Context: an optimization exercise on an open-source flow, tuned for small area and a short achievable clock period. The choices shown serve that exercise and are no tape-out recipe.
The RTL was checked by simulation tests, not by an equivalence proof against the original design.

## run A
==> module slot_store, before the edit <==
module slot_store (
    input  logic         clk,
    input  logic         rst_n,
    input  logic         fetch_valid,
    input  logic [243:0] fetch_group,
    input  logic [4:0]   shift_oh,
    output logic [207:0] win,
    output logic         buf_valid,
    output logic [3:0]   f0_oh,
    output logic [3:0]   f1_oh,
    output logic [3:0]   b_oh
);
    localparam int SW = 52;
    logic [SW-1:0] w    [4];
    logic [SW-1:0] nxt  [4];
    logic [SW-1:0] enc  [4];
    logic [SW-1:0] cand [8];
    logic [3:0]    nf, nb;
    logic [3:0]    f0_d, f1_d, b_d;
    always_comb begin
        for (int k = 0; k < 4; k++) begin
            logic [60:0] i;
            i = fetch_group[61*k +: 61];
            enc[k] = {i[60:49], i[48:45], i[43:42],
                      i[25], i[41:30], i[25] ? i[24:21] : i[29:26],
                      i[44] & i[4], i[20:9], i[4] ? i[3:0] : i[8:5]};
        end
        for (int k = 0; k < 4; k++) begin
            cand[k]     = w[k];
            cand[k + 4] = enc[k];
        end
    end
    always_comb begin
        for (int j = 0; j < 4; j++) begin
            nxt[j] = '0;
            for (int s = 0; s < 5; s++) begin
                nxt[j] = nxt[j] | ({SW{shift_oh[s]}} & cand[j + s]);
            end
        end
    end
    always_comb begin
        for (int j = 0; j < 4; j++) begin
            nf[j] = nxt[j][35:34] == 2'd1;
            nb[j] = nxt[j][35:34] == 2'd2;
        end
        f0_d = nf & ~(nf - 4'd1) ;
        f1_d = (nf & ~f0_d) & ~((nf & ~f0_d) - 4'd1);
        b_d  = nb & ~(nb - 4'd1);
    end
    always_ff @(posedge clk) begin
        for (int j = 0; j < 4; j++) begin
            w[j] <= nxt[j];
        end
        f0_oh      <= f0_d;
        f1_oh[3:1] <= f1_d[3:1];
        b_oh  <= b_d;
    end
    always_ff @(posedge clk) begin
        if (!rst_n) begin
            buf_valid <= 1'b0;
        end else if (fetch_valid) begin
            buf_valid <= 1'b1;
        end
    end
    assign f1_oh[0] = 1'b0;
    always_comb begin
        for (int k = 0; k < 4; k++) begin
            win[SW*k +: SW] = w[k];
        end
    end
endmodule
==> flow/config.mk <==
export PLATFORM = sky130hd
export DESIGN_NAME = instr_buffer_top
export DESIGN_NICKNAME = instr_buffer_top
export VERILOG_FILES = /design/flow/design.v
export SDC_FILE = /design/flow/constraint.sdc
export NUM_CORES = 4
export LEC_CHECK = 0
export CAP_MARGIN = 20
export CELL_PAD_IN_SITES_DETAIL_PLACEMENT = 1
export CORE_MARGIN = 2
export CORE_UTILIZATION = 30
export PLACE_DENSITY = 0.35
export SETUP_SLACK_MARGIN = 2.5
export SLEW_MARGIN = 20
export TNS_END_PERCENT = 100
==> flow/constraint.sdc <==
create_clock -name core_clock -period 8.0 [get_ports {clk}]
set_input_delay 1.6000 -clock core_clock [delete_from_list [all_inputs] [get_ports {clk}]]
set_output_delay 1.6000 -clock core_clock [all_outputs]
set_load 0.01 [all_outputs]
standard.sh (not shown) runs the stock make flow with config.mk's settings and CLKGATE_MAP_FILE= SYNTH_SCRIPT=/design/flow/synth_recipe.tcl, a recipe that flattens the netlist after the stock synthesis.
==> flow/flow/run.sh <==
#!/bin/bash
# Standard synthesis, then the standard layout with two changes: ports are
# buffered with sky130_fd_sc_hd__buf_1 rather than the default buffer cell, and
# repair_design also limits fanout (flow/fanout.tcl) so that no signal net is
# left with hundreds of pins.
set -euo pipefail
here=$(pwd)
bash standard.sh synth > synth.log 2>&1
bash standard.sh finish \
  "BUFFER_PORTS_ARGS=-buffer_cell sky130_fd_sc_hd__buf_1" \
  "PRE_RESIZE_TCL=$here/flow/fanout.tcl" > layout.log 2>&1
==> flow/flow/fanout.tcl <==
# sourced before repair_design after global placement: limit fanout, and
# buffer with plain buffers rather than delay cells
set_max_fanout 32 [current_design]
set_dont_use [get_lib_cells {sky130_fd_sc_hd__clkdlybuf4s* sky130_fd_sc_hd__dlygate* sky130_fd_sc_hd__dlymetal*}]
Input-level comparison between run B and run A:
--- a/flow/design.v
+++ b/flow/design.v
@@ -49,24 +49,23 @@
         b_d  = nb & ~(nb - 4'd1);
     end
     always_ff @(posedge clk) begin
         for (int j = 0; j < 4; j++) begin
             w[j] <= nxt[j];
         end
-        f0_oh      <= f0_d;
-        f1_oh[3:1] <= f1_d[3:1];
+        f0_oh <= f0_d;
+        f1_oh <= f1_d;
         b_oh  <= b_d;
     end
     always_ff @(posedge clk) begin
         if (!rst_n) begin
             buf_valid <= 1'b0;
         end else if (fetch_valid) begin
             buf_valid <= 1'b1;
         end
     end
-    assign f1_oh[0] = 1'b0;
     always_comb begin
         for (int k = 0; k < 4; k++) begin
             win[SW*k +: SW] = w[k];
         end
     end
 endmodule
### Flow results
Run B finished all stages; the layout is clean. Comparing run A and run B, the lower area added between synthesis and finish was measured on run B. Post-route cell area shrinks slightly when moving from run A to run B. Going from run A to run B, ratio of final minimum period to clock period shows a reduction of 2.5 points; maximum operating frequency increased by 3.6% relative to the old numbers; setup slack grew by 200 ps.

-- separate check: timing with driven ports --
The results above use ideal ports. As a check the final layouts listed here were re-extracted and re-timed, cells and wires unchanged. Step 1 assumes that a clkbuf_16 drives the clock port and a buf_2 every other input. Step 2, shift: input delay + t, output delay - t, t = (earliest + latest rising clock arrival at the registers) / 2. This alone moves slack from input paths to output paths. a / b / c = ideal / step 1 / step 2; a / b = the first two.
run | t, ns | slack for setup (ns) | worst setup path at the end | latest minus earliest clock arrival (ns)
run A | 0.688 | 2.283 / 2.205 / 2.270 | input to register | 0.063 / 0.064
run B | 0.637 | 2.481 / 2.413 / 2.031 | input to register | 0.036 / 0.036
After both steps setup and hold are still met in every run listed. The setup slack of run B, which loses most, moves by -0.068 ns with the drivers and by -0.450 ns with both steps.
